This is an optimization exercise on Yosys and OpenROAD, whose aim is small area, a short achievable clock period and few clock cycles per item, not a production implementation.
In this exercise RTL edits were held to simulation tests only and were not proved equivalent to the original.
Power is estimated from default activity; no workload was simulated.

==> maple <==
==> flow/design.v (excerpt) <==
module goertzel_multi #(
  parameter int NUM_BINS     = 4,
  parameter int LOG2_SAMPLES = 9,
  parameter int D_W          = 16,
  parameter int S_W          = 8,
  parameter int FRAC         = 14
) (
  input  logic                    dsp_clk,
  input  logic                    rst_n,
  input  logic                    start,
  input  logic                    coef_wr,
  input  logic [2:0]              coef_idx,
  input  logic [D_W-1:0]          coef_val,
  output logic [LOG2_SAMPLES-1:0] sample_address,
  input  logic [S_W-1:0]          sample_data_in,
  output logic                    busy,
  output logic                    mag_valid,
  input  logic                    mag_ready,
  output logic [2:0]              mag_bin,
  output logic [D_W-1:0]          mag_data,
  output logic                    frame_done
);
  logic [10:0] k;
  logic        busy_q, done_q, ovalid;
  logic [2:0]  obin;         
  logic [1:0]  mbin;
  logic [15:0] mdata;
  logic [15:0] cf [4];
  logic        rst_q;        
  logic [7:0]  x_q;
  wire kodd = k[0];
  logic [10:0] kn;
  wire accept  = ovalid & mag_ready;
  wire lastacc = accept & (mbin == 2'd3);
  ...
Settings: LEC_CHECK=0, ABC_AREA=1, CAP_MARGIN=20, CORE_MARGIN=2, CORE_UTILIZATION=65, PLACE_DENSITY=0.75, SLEW_MARGIN=20; clock period 13.0 ns.
run.sh (not shown) runs the stock make flow with config.mk's settings and CLKGATE_MAP_FILE= SYNTH_SCRIPT=/design/flow/synth_recipe.tcl, a recipe that flattens the netlist after the stock synthesis.
==> pepper (differences from maple) <==
- CORE_UTILIZATION: 65 -> 40
- PLACE_DENSITY: 0.75 -> default
==> notes <==
In maple the die area is smaller than in pepper, by 38%. Of maple and pepper, pepper has the higher non-clock buffer count (gap 6). First-iteration DRC count: pepper is smaller than maple (26%). In sequential cell count, maple and pepper do not differ.
==> figures <==
item	pepper	maple
Arrival time worst endpoint	5030 ps	2210 ps
Worst R2R End	zlo_1[7]	zlo_0[7]
Filler Cell Count	8,933	4,549
Startpoint of the worst hold path	q1_0[16]	q1_1[14]
Final routed wire length divided by cell count	20.18 µm	20.99 µm
Non-clock buffer contribution to total cell area	0.01920	0.01819
Initial Util	0.4035	0.6582
Final non-filler cell area	39,630 µm²	38,940 µm²
Status	timing/DRC/antenna clean	timing/DRC/antenna clean
Smallest hold slack	361.9 ps	356.7 ps
Testbench counts of maple, summed over its fixed seeds: cycles 24,912, frames 24.
Testbench counts of pepper, summed over its fixed seeds: cycles 24,912, frames 24.


==> inputs of job 9559 <==
Another version of the RTL of goertzel_multi (not shown whole).
Settings: LEC_CHECK=0, ABC_AREA=1, CAP_MARGIN=20, CORE_MARGIN=2, CORE_UTILIZATION=40, SLEW_MARGIN=20; clock period 13.0 ns.
==> job 5023: changes against job 9559 <==
--- a/flow/design.v
+++ b/flow/design.v
@@ -3403,29 +3403,28 @@
     q2_1 <= q1_1;
     r1_1 <= ({{2{sat_1[15]}}, sat_1} & {18{r1s_1}}) | (out_1[17:0] & {18{r1w_1}}) |
              ({{2{ty_1[15]}}, ty_1} & {18{r1t_1}}) | ({2'b00, pcl_1} & {18{r1c_1}}) |
              (r2_1 & {18{r1k_1}});
     q1_1 <= ({r2_1[17], r2_1} & {19{q1r_1}}) | (out_1[18:0] & {19{q1w_1}}) |
              (q2_1 & {19{q1k_1}});
   end
   wire can_ld  = (~ovalid | mag_ready) & ~obin[2] & (obin[1] ? rdy_b : rdy_a);
-  wire use_r1  = (kodd == obin[1]);
+  logic       ph;            
+  wire  [1:0] sbin   = (can_ld & busy_q) ? obin[1:0] : mbin;
+  wire        use_r1 = (ph == sbin[1]);
   wire [15:0] src0 = use_r1 ? r1_0[15:0] : r2_0[15:0];
   wire [15:0] src1 = use_r1 ? r1_1[15:0] : r2_1[15:0];
-  wire [15:0] src  = obin[0] ? src1 : src0;
-  logic [3:0]  cw_q;
-  logic [15:0] cv_q;
+  wire [15:0] src  = sbin[0] ? src1 : src0;
+  always_ff @(posedge dsp_clk) ph <= (!busy_q) ? 1'b1 : ~ph;
   wire cw_ok = rst_n & coef_wr & ~busy_q & ~coef_idx[2];
   always_ff @(posedge dsp_clk) begin
     rst_q <= ~rst_n;
-    cv_q  <= coef_val;
     for (int i = 0; i < 4; i++) begin
-      cw_q[i] <= cw_ok && (coef_idx[1:0] == 2'(i));
-      if (cw_q[i]) cf[i] <= cv_q;
+      if (cw_ok && coef_idx[1:0] == 2'(i)) cf[i] <= coef_val;
       else if (rst_q) cf[i] <= '0;
     end
   end
   always_ff @(posedge dsp_clk) begin
     x_q <= sample_data_in;
     if (!rst_n) begin
       k      <= '0;
       busy_q <= 1'b0;
@@ -3442,22 +3441,23 @@
           obin   <= '0;
         end
       end else if (lastacc) begin
         busy_q <= 1'b0;
       end
       if (can_ld && busy_q) begin
         ovalid <= 1'b1;
         mbin   <= obin[1:0];
-        mdata  <= src;
         obin   <= obin + 3'd1;
       end else if (accept) begin
         ovalid <= 1'b0;
       end
     end
   end
+  wire ld = can_ld & busy_q;
+  always_ff @(posedge dsp_clk) mdata <= src;
   assign sample_address = k[9:1];
   assign busy           = busy_q;
   assign mag_valid      = ovalid;
   assign mag_bin        = {1'b0, mbin};
   assign mag_data       = mdata;
   assign frame_done     = done_q;
 endmodule
==> flow/flow/run.sh (new file) <==
#!/bin/bash
# The standard layout (standard.sh: the standard flow's synthesis and ORFS flow), with two changes to how
# the layout is made: the port buffers are buf_4 cells instead of the delay-type buffer the
# default choice picks, and timing repair aims 9 ns above the 13 ns constraint so that it also
# works on paths that already meet it. make's full output goes to standard_make.log here.
set -euo pipefail
bash standard.sh "BUFFER_PORTS_ARGS=-buffer_cell sky130_fd_sc_hd__buf_4" SETUP_SLACK_MARGIN=9 finish > standard_make.log 2>&1
==> flow/standard.sh (new file) <==
#!/bin/bash
# synth_recipe.tcl (not shown) runs the flow's synth.tcl, then flattens the netlist and writes it again
# the make line also repeats each setting of config.mk as NAME=value (left out here)
make -C /OpenROAD-flow-scripts/flow DESIGN_CONFIG=/design/flow/config.mk WORK_HOME=/design/flow/orfs CLKGATE_MAP_FILE= SYNTH_SCRIPT=/design/flow/synth_recipe.tcl "${@:-finish}"
==> flow/config.mk (replaced) <==
export PLATFORM = sky130hd
export DESIGN_NAME = goertzel_multi
export DESIGN_NICKNAME = goertzel_multi
export VERILOG_FILES = /design/flow/design.v
export SDC_FILE = /design/flow/constraint.sdc
export NUM_CORES = 4
export LEC_CHECK = 0
export ABC_AREA = 1
export CAP_MARGIN = 20
export CORE_MARGIN = 2
export CORE_UTILIZATION = 60
export CTS_BUF_LIST = sky130_fd_sc_hd__clkbuf_4 sky130_fd_sc_hd__clkbuf_8
export SLEW_MARGIN = 20
removed: flow/run.sh
==> notes.md <==
Hold slack: job 9559 is lower than job 5023 (0.0057 ns). Of job 9559 and job 5023, job 9559 has the higher area after synthesis (gap about 2%, measured against job 5023). Against job 5023, the power of job 9559 is smaller by 2.0%. Sequential power: job 9559 is higher than job 5023 (about 2%). Of job 9559 and job 5023, job 9559 has the higher die area (gap 52%, measured against job 5023). Against job 9559, the non-clock buffer count of job 5023 is higher by 31. Of job 9559 and job 5023, job 9559 has the higher design area (gap about 1.2%, measured against job 5023). Critical path depth is the same in job 9559 and job 5023. Register-to-register slack: job 5023 is better than job 9559 (0.42 ns). In job 5023 the global-route usage is higher than in job 9559, by 12 points. Against job 9559, the final cell count of job 5023 is smaller by 7.4%.
==> figures <==
| quantity | job 5023 | job 9559 |
|---|---|---|
| Outcome | complete, no violations | complete, no violations |
| Cts bufs inserted | 89 | 57 |
| R2R Path End | r1_1[6] | r1_1[10] |
| Multi-In Gates | 2559 | 2566 |
| Area share of fa/ha/maj cells after synthesis | 22.59% | 22.12% |
| Root buffer cell | clkbuf_8 | clkbuf_16 |
| Via count normalized by instance count | 5.914 | 5.272 |
| Share of the synthesized netlist area taken by xor and xnor gates | 9.158% | 9.118% |
| Largest net degree at the start of global routing | 50 | 51 |
| Synthesized instance count | 3895 | 3982 |
| Net count of the mapped netlist | 4378 | 4465 |
| Synth Register Bits | 523 | 542 |
| DP HPWL | 75530 um | 75310 um |
| Proportion of cell area occupied by multi-input gates | 52.70% | 50.91% |
| Count of flip-flops with a built-in enable after synthesis | 124 | 140 |
| Share of synthesized cell area in and, or, nand and nor gates | 13.01% | 12.97% |
| Number of library cell types mapped by synthesis | 63 | 59 |
| Clock-net power | 0.00166 W | 0.00170 W |
| Period minus WS final | 3.992 ns | 4.561 ns |
| Sequential group share of total power | 30.3% | 31.3% |
| Met1 routing resource usage after global routing | 50.03% | 31.59% |
| Overall die width | 244.2 um | 301.3 um |
| Combinational power share | 49.6% | 47.6% |
Testbench counts of job 9559, summed over its fixed seeds: cycles 24,912, frames 24.
Testbench counts of job 5023, summed over its fixed seeds: cycles 24,912, frames 24.


==> trial 31 <==
goertzel_multi, a different RTL version from the one above (not shown whole).
Settings: LEC_CHECK=0, ABC_AREA=1, CAP_MARGIN=20, CORE_MARGIN=2, CORE_UTILIZATION=60, SLEW_MARGIN=20; clock period 13.0 ns.
standard.sh (not shown) runs the stock make flow with config.mk's settings and CLKGATE_MAP_FILE= SYNTH_SCRIPT=/design/flow/synth_recipe.tcl, a recipe that flattens the netlist after the stock synthesis.
==> flow/flow/run.sh <==
#!/bin/bash
# The standard layout (standard.sh: the standard flow's synthesis and ORFS flow), with two changes to how
# the layout is made: the port buffers are buf_4 cells instead of the delay-type buffer the
# default choice picks, and timing repair aims 9.5 ns above the 13 ns constraint so that it also
# works on paths that already meet it. make's full output goes to standard_make.log here.
set -euo pipefail
bash standard.sh "BUFFER_PORTS_ARGS=-buffer_cell sky130_fd_sc_hd__buf_4" SETUP_SLACK_MARGIN=9.5 finish > standard_make.log 2>&1
==> inputs of trial 6, as changes to trial 31 <==
==> flow/flow/run.sh (replaced) <==
#!/bin/bash
# The standard layout (standard.sh: the standard flow's synthesis and ORFS flow), with two changes to how
# the layout is made: the port buffers are buf_4 cells instead of the delay-type buffer the
# default choice picks, and timing repair aims 9 ns above the 13 ns constraint so that it also
# works on paths that already meet it. make's full output goes to standard_make.log here.
set -euo pipefail
bash standard.sh "BUFFER_PORTS_ARGS=-buffer_cell sky130_fd_sc_hd__buf_4" SETUP_SLACK_MARGIN=9 finish > standard_make.log 2>&1
==> comparison <==
Trial 6 produced a clean layout. Trial 31 ran to the end with no violations. In trial 31 the non-clock buffer count is higher than in trial 6, by 160. Of trial 31 and trial 6, trial 31 has the higher via count (gap 2.3%, measured against trial 6). Sequential cell count is the same in trial 31 and trial 6. In die area, trial 6 and trial 31 do not differ. Core utilization: trial 31 is higher than trial 6 (4.4 points). Global-route usage: trial 6 is lower than trial 31 (0.58 points). Of trial 31 and trial 6, trial 6 has the higher clock-buffer cell count (gap 4).
==> figures <==
| metric | trial 6 | trial 31 |
|---|---|---|
| Multi-input combinational gate total | 2576 | 2578 |
| Overall via count from detail_route | 28.5k | 29.2k |
| Net switching component of the power | 3890 uW | 4050 uW |
| First-pass GRT wire length | 162000 um | 165000 um |
| Peak supply drop | 0.233 mV | 0.122 mV |
| Number of gates given a new drive strength after cts | 50 | 203 |
| Worst relative slew slack | 0.207 | 0.224 |
| Dpl hpwl | 77100 um | 76800 um |
| Result of the run | timing/DRC/antenna clean | timing/DRC/antenna clean |
| Worst hold margin | 363 ps | 374 ps |
| Clock buffer count | 79 | 75 |
| Met1 track demand over resource in global routing | 0.507 | 0.508 |
| Global router's overall resource usage | 0.357 | 0.363 |
| Largest clock skew in the final design | 32.9 ps | 22.2 ps |
| Capture point of the critical path | busy | r1_1[13]$_DFF_P_ |
| Final instance area | 0.0377 mm^2 | 0.0401 mm^2 |
Testbench counts of trial 31, summed over its fixed seeds: cycles 24,912, frames 24.
Testbench counts of trial 6, summed over its fixed seeds: cycles 24,912, frames 24.

==> separate check: timing with driven ports <==
In the flow no input, the clock included, has a driving cell. The finished layouts below were timed again as built, in two steps. Step 1 assumes that a clkbuf_16 drives the clock port and a buf_2 every other input. Step 2 also shifts input and output timing later by t, the mid clock arrival at the registers, as if the neighbouring blocks saw the same clock. a / b / c = no drivers / after step 1 / after step 2; a / b = the first two.
| run | shift t [ns] | setup WS [ns] | worst hold slack (ns) | worst setup path after step 2 | worst slew at a driven data input, ns |
|---|---|---|---|---|---|
| maple | 0.693 | 8.192 / 8.129 / 7.671 | 0.357 / 0.357 / 0.357 | input to register | 0.04 |
| pepper | 0.693 | 8.207 / 8.251 / 7.558 | 0.362 / 0.362 / 0.362 | input to register | 0.07 |
| job 9559 | 0.694 | 8.439 / 8.374 / 8.420 | 0.357 / 0.357 / 0.357 | input to register | 0.06 |
| job 5023 | 0.749 | 9.008 / 8.948 / 8.332 | 0.362 / 0.362 / 0.362 | input to register | 0.04 |
| trial 31 | 0.704 | 9.246 / 9.190 / 8.882 | 0.374 / 0.374 / 0.374 | input to register | 0.04 |
| trial 6 | 0.699 | 9.079 / 9.011 / 8.491 | 0.363 / 0.363 / 0.363 | input to register | 0.04 |
After both steps every run listed still meets setup and hold. The setup slack of job 5023, which loses most, moves by -0.060 ns with the drivers and by -0.676 ns with both steps.
